Background: an optimization exercise with open tools, aiming at small area, a short achievable clock period and few clock cycles per item. Do not read the settings as production practice.

==> v17 <==
// gregorian_date_difference_days
module gregorian_date_difference_days (
  input  logic        clk_i,
  input  logic        rst_ni,
  input  logic        s_axis_tvalid_i,
  output logic        s_axis_tready_o,
  input  logic [71:0] s_axis_tdata_i,
  output logic        m_axis_tvalid_o,
  input  logic        m_axis_tready_i,
  output logic [31:0] m_axis_tdata_o,
  output logic [0:0]  m_axis_tuser_o
);
  logic [15:0] ey, sy;
  logic [3:0]  em, sm;
  logic [4:0]  ed, sd, eh, sh;
  logic [5:0]  emi, smi;
  assign {smi, sh, sd, sm, sy, emi, eh, ed, em, ey} = s_axis_tdata_i;
  logic en, v1_q, v2_q, v3_q;
  assign en = !v3_q || m_axis_tready_i;
  always_ff @(posedge clk_i or negedge rst_ni) begin
    if (!rst_ni) begin
      v1_q <= 1'b0;
      v2_q <= 1'b0;
      v3_q <= 1'b0;
    end else if (en) begin
      v1_q <= s_axis_tvalid_i;
      v2_q <= v1_q;
      v3_q <= v2_q;
    end
  end
  function automatic logic [4:0] month_len(input logic [3:0] mo);
    unique case (mo)
      4'd1, 4'd3, 4'd5, 4'd7, 4'd8, 4'd10, 4'd12: month_len = 5'd31;
      4'd4, 4'd6, 4'd9, 4'd11:                    month_len = 5'd30;
      4'd2:                                       month_len = 5'd28;
      default:                                    month_len = 5'd0;
    endcase
  endfunction
  function automatic logic [8:0] cum_days(input logic [3:0] mo);
    unique case (mo)
      4'd2:    cum_days = 9'd31;
      4'd3:    cum_days = 9'd59;
      4'd4:    cum_days = 9'd90;
      4'd5:    cum_days = 9'd120;
      4'd6:    cum_days = 9'd151;
      4'd7:    cum_days = 9'd181;
      4'd8:    cum_days = 9'd212;
      4'd9:    cum_days = 9'd243;
      4'd10:   cum_days = 9'd273;
      4'd11:   cum_days = 9'd304;
      4'd12:   cum_days = 9'd334;
      default: cum_days = 9'd0;
    endcase
  endfunction
  logic [8:0] ecum, scum, edoy, sdoy;
  assign ecum = cum_days(em);
  assign scum = cum_days(sm);
  logic eda_1, eda_2, eda_3, eda_4, eda_5, eda_6, eda_7, eda_8, eda_9, eda_10, eda_11, eda_12, eda_13, eda_14, eda_15, eda_16, eda_17, eda_18, eda_19, eda_20, eda_21, eda_22, eda_23, eda_24, eda_25, eda_26, eda_27, eda_28, eda_29, eda_30, eda_31, eda_32, eda_33, eda_34;
  gdd_ha u_eda_1 (.a(ecum[0]), .b(ed[0]), .s(eda_1), .co(eda_2));
  ...
export LEC_CHECK = 0
export CAP_MARGIN = 20
export CORE_MARGIN = 2
export CORE_UTILIZATION = 50
export SLEW_MARGIN = 20
export SYNTH_HIERARCHICAL = 1
export SYNTH_MINIMUM_KEEP_SIZE = 0
create_clock -name core_clock -period 8.5 [get_ports {clk_i}]
standard.sh (not shown) runs the stock make flow with config.mk's settings and CLKGATE_MAP_FILE= SYNTH_SCRIPT=/design/flow/synth_recipe.tcl, a recipe that flattens the netlist after the stock synthesis.
==> flow/flow/run.sh <==
#!/bin/bash
# The standard layout, with the port buffers made from the platform's
# smallest plain buffer instead of the delay buffer the flow picks.
set -euo pipefail
export BUFFER_PORTS_ARGS="-buffer_cell sky130_fd_sc_hd__buf_1"
bash standard.sh > standard.log 2>&1
==> inputs of v7, as changes to v17 <==
--- a/flow/config.mk
+++ b/flow/config.mk
@@ -10,2 +10,3 @@
 export CORE_UTILIZATION = 50
+export SETUP_SLACK_MARGIN = 4.8
 export SLEW_MARGIN = 20
==> inputs of v32, as changes to v17 <==
--- a/flow/config.mk
+++ b/flow/config.mk
@@ -10,2 +10,3 @@
 export CORE_UTILIZATION = 50
+export SETUP_SLACK_MARGIN = 4.5
 export SLEW_MARGIN = 20
==> impl_metrics.env <==
export IMPL_status="finished clean"
export IMPL_placed_area_um2=16000
export IMPL_syn2layout_area_growth_pct=14.4
export IMPL_holdWs_ns=0.417
export IMPL_tightestPinTransition_ns=0.994
The numbers above come from v32.

==> impl_metrics.env <==
export IMPL_status="finished clean"
export IMPL_placed_area_um2=16100
export IMPL_syn2layout_area_growth_pct=18.3
export IMPL_holdWs_ns=0.451
The numbers above come from v7.

==> impl_metrics.env <==
export IMPL_holdWs_ns=0.430
export IMPL_syn2layout_area_growth_pct=7.19
export IMPL_status="finished clean"
export IMPL_tightestPinTransition_ns=0.988
The numbers above come from v17.

No functional check of the RTL was part of any run of this note.

* * *

==> inputs of v24 <==
gregorian_date_difference_days, a different RTL version from the one above (not shown whole).
Design gregorian_date_difference_days, start of the top module:
module gregorian_date_difference_days (
  input  logic        clk_i,
  input  logic        rst_ni,
  input  logic        s_axis_tvalid_i,
  output logic        s_axis_tready_o,
  input  logic [71:0] s_axis_tdata_i,
  output logic        m_axis_tvalid_o,
  input  logic        m_axis_tready_i,
  output logic [31:0] m_axis_tdata_o,
  output logic [0:0]  m_axis_tuser_o
);
export LEC_CHECK = 0
export CAP_MARGIN = 20
export CORE_MARGIN = 2
export CORE_UTILIZATION = 50
export CTS_BUF_LIST = sky130_fd_sc_hd__clkbuf_4 sky130_fd_sc_hd__clkbuf_8
export SLEW_MARGIN = 20
export SYNTH_HIERARCHICAL = 1
export SYNTH_MINIMUM_KEEP_SIZE = 0
create_clock -name core_clock -period 8.5 [get_ports {clk_i}]
Scripts as last shown in full above: flow/flow/run.sh
==> v21: changes against v24 <==
CTS_BUF_LIST = not set   (was sky130_fd_sc_hd__clkbuf_4 sky130_fd_sc_hd__clkbuf_8)
==> qor summary <==
| item | v24 | v21 |
|---|---|---|
| Met2 Resource Use GR | 0.345 | 0.345 |
| Share of the cycle needed by the critical path after routing | 0.502 | 0.505 |
| Result of the run | finished clean | finished clean |
| Fraction of area in non-clock buffers | 0.0253 | 0.0250 |
| Worst reg2reg setup slack | 4.23 ns | 4.21 ns |
| Slew of the pin with the lowest slew margin | 0.936 ns | 0.936 ns |
| Sequential share of cell area | 0.248 | 0.245 |
| Post-Route Utilization | 0.538 | 0.544 |
| Worst path arrival time | 4.50 ns | 4.47 ns |
| Max stage delay on crit path | 0.62 ns | 0.63 ns |
| Number of fill cells in the layout | 2,745 | 2,705 |
No functional check of the RTL was part of any run of this note.

* * *

==> build 9: inputs <==
gregorian_date_difference_days, a different RTL version from the one above (not shown whole).
Design gregorian_date_difference_days, start of the top module:
module gregorian_date_difference_days (
  input  logic        clk_i,
  input  logic        rst_ni,
  input  logic        s_axis_tvalid_i,
  output logic        s_axis_tready_o,
  input  logic [71:0] s_axis_tdata_i,
  output logic        m_axis_tvalid_o,
  input  logic        m_axis_tready_i,
  output logic [31:0] m_axis_tdata_o,
  output logic [0:0]  m_axis_tuser_o
);
==> flow/config.mk <==
export PLATFORM = sky130hd
export DESIGN_NAME = gregorian_date_difference_days
export DESIGN_NICKNAME = gregorian_date_difference_days
export VERILOG_FILES = /design/flow/design.v
export SDC_FILE = /design/flow/constraint.sdc
export NUM_CORES = 4
export LEC_CHECK = 0
export CAP_MARGIN = 20
export CORE_MARGIN = 2
export CORE_UTILIZATION = 50
export CTS_BUF_LIST = sky130_fd_sc_hd__clkbuf_4 sky130_fd_sc_hd__clkbuf_8
export SLEW_MARGIN = 20
export SYNTH_HIERARCHICAL = 1
export SYNTH_MINIMUM_KEEP_SIZE = 0
==> flow/constraint.sdc <==
create_clock -name core_clock -period 8.5 [get_ports {clk_i}]
set_input_delay 1.7000 -clock core_clock [delete_from_list [all_inputs] [get_ports {clk_i}]]
set_output_delay 1.7000 -clock core_clock [all_outputs]
set_load 0.01 [all_outputs]
==> flow/flow/run.sh <==
#!/bin/bash
# The standard layout, with the port buffers made from the platform's
# smallest plain buffer instead of the delay buffer the flow picks, and
# without half-adder cells (their logic is left to the gate mapper); the
# platform's own don't-use cells stay excluded.
set -euo pipefail
export BUFFER_PORTS_ARGS="-buffer_cell sky130_fd_sc_hd__buf_1"
DU=" sky130_fd_sc_hd__probe_p_8 sky130_fd_sc_hd__probec_p_8 sky130_fd_sc_hd__lpflow_bleeder_1 sky130_fd_sc_hd__lpflow_clkbufkapwr_1 sky130_fd_sc_hd__lpflow_clkbufkapwr_16 sky130_fd_sc_hd__lpflow_clkbufkapwr_2 sky130_fd_sc_hd__lpflow_clkbufkapwr_4 sky130_fd_sc_hd__lpflow_clkbufkapwr_8 sky130_fd_sc_hd__lpflow_clkinvkapwr_1 sky130_fd_sc_hd__lpflow_clkinvkapwr_16 sky130_fd_sc_hd__lpflow_clkinvkapwr_2 sky130_fd_sc_hd__lpflow_clkinvkapwr_4 sky130_fd_sc_hd__lpflow_clkinvkapwr_8 sky130_fd_sc_hd__lpflow_decapkapwr_12 sky130_fd_sc_hd__lpflow_decapkapwr_3 sky130_fd_sc_hd__lpflow_decapkapwr_4 sky130_fd_sc_hd__lpflow_decapkapwr_6 sky130_fd_sc_hd__lpflow_decapkapwr_8 sky130_fd_sc_hd__lpflow_inputiso0n_1 sky130_fd_sc_hd__lpflow_inputiso0p_1 sky130_fd_sc_hd__lpflow_inputiso1n_1 sky130_fd_sc_hd__lpflow_inputiso1p_1 sky130_fd_sc_hd__lpflow_inputisolatch_1 sky130_fd_sc_hd__lpflow_isobufsrc_1 sky130_fd_sc_hd__lpflow_isobufsrc_16 sky130_fd_sc_hd__lpflow_isobufsrc_2 sky130_fd_sc_hd__lpflow_isobufsrc_4 sky130_fd_sc_hd__lpflow_isobufsrc_8 sky130_fd_sc_hd__lpflow_isobufsrckapwr_16 sky130_fd_sc_hd__lpflow_lsbuf_lh_hl_isowell_tap_1 sky130_fd_sc_hd__lpflow_lsbuf_lh_hl_isowell_tap_2 sky130_fd_sc_hd__lpflow_lsbuf_lh_hl_isowell_tap_4 sky130_fd_sc_hd__lpflow_lsbuf_lh_isowell_4 sky130_fd_sc_hd__lpflow_lsbuf_lh_isowell_tap_1 sky130_fd_sc_hd__lpflow_lsbuf_lh_isowell_tap_2 sky130_fd_sc_hd__lpflow_lsbuf_lh_isowell_tap_4 # # Define fill cells  sky130_fd_sc_hd__ha_1 sky130_fd_sc_hd__ha_2 sky130_fd_sc_hd__ha_4"
bash standard.sh "DONT_USE_CELLS=$DU" finish > standard.log 2>&1
==> inputs of trial 98, as changes to build 9 <==
==> flow/flow/run.sh (replaced) <==
#!/bin/bash
# The standard layout, with the port buffers made from the platform's
# smallest plain buffer instead of the delay buffer the flow picks.
set -euo pipefail
export BUFFER_PORTS_ARGS="-buffer_cell sky130_fd_sc_hd__buf_1"
bash standard.sh > standard.log 2>&1
Settings changed: CORE_UTILIZATION 50 to 70.
==> impl_metrics.tcl <==
set metrics [dict create \
    hold_ws_ns 0.426 \
    fmax_mhz 238 \
    buffers 106 \
    met3_usage 0.0292 \
    routabilityCongestion 0.837 \
    route.vias.total 9955 \
    status "no timing/DRC/antenna violations" \
    dr.pass1.iters 5 \
    dp_slack_ns 4.21 \
]
The numbers above come from build 9.

==> impl_metrics.tcl <==
set metrics [dict create \
    use_met2 0.464 \
    crit_path_start "ey1[5]$_DFFE_PP_" \
    hp-start "ok2$_DFFE_PP_" \
    dr.pass1.iters 4 \
    dp_slack_ns 3.97 \
    met3_usage 0.0506 \
    ys.flop_type "edfxtp_1" \
    synth_top_area_frac 0.251 \
    routabilityCongestion 0.874 \
    route.vias.total 10158 \
    path_class "flop to flop" \
    hold_ws_ns 0.464 \
    buffers 105 \
    status "no timing/DRC/antenna violations" \
]
The numbers above come from trial 98.

No functional check of the RTL was part of any run of this note.

[re-timing with driven ports]
The results above use ideal ports. As a check the final layouts listed here were re-extracted and re-timed, cells and wires unchanged.
Step 1 sets driving cells, clkbuf_16 on the clock port and buf_2 on the other inputs (assumed; they add their load-dependent delay and slew).
Step 2 adds t to the input delays and takes it off the output delays; t is the mean of the earliest and latest rising clock arrival at the registers after step 1. Input paths then give back, and output paths get back, about the clock's delay inside the block.
Slacks: ideal ports / drivers / drivers and shift; pairs: ideal ports / drivers.
run | t (ns) | setup WS [ns] | latest minus earliest clock arrival (ns) | slew at the worst register clock pin (ns) | pins driven straight from the clock port
v17 | 0.465 | 4.118 / 4.095 / 3.883 | 0.014 / 0.014 | 0.07 / 0.07 | 1
v7 | 0.472 | 4.385 / 4.385 / 4.385 | 0.009 / 0.009 | 0.07 / 0.07 | 1
v32 | 0.472 | 4.380 / 4.380 / 4.188 | 0.010 / 0.010 | 0.06 / 0.06 | 1
v24 | 0.508 | 4.233 / 4.233 / 3.909 | 0.018 / 0.018 | 0.10 / 0.10 | 1
v21 | 0.475 | 4.211 / 4.211 / 3.904 | 0.011 / 0.010 | 0.07 / 0.07 | 1
build 9 | 0.497 | 4.291 / 4.291 / 4.172 | 0.017 / 0.018 | 0.09 / 0.09 | 1
trial 98 | 0.487 | 4.162 / 4.147 / 3.947 | 0.016 / 0.015 | 0.09 / 0.09 | 1
After both steps every run listed still meets setup and hold. The setup slack of v24, which loses most, moves by 0.000 ns with the drivers and by -0.324 ns with both steps.
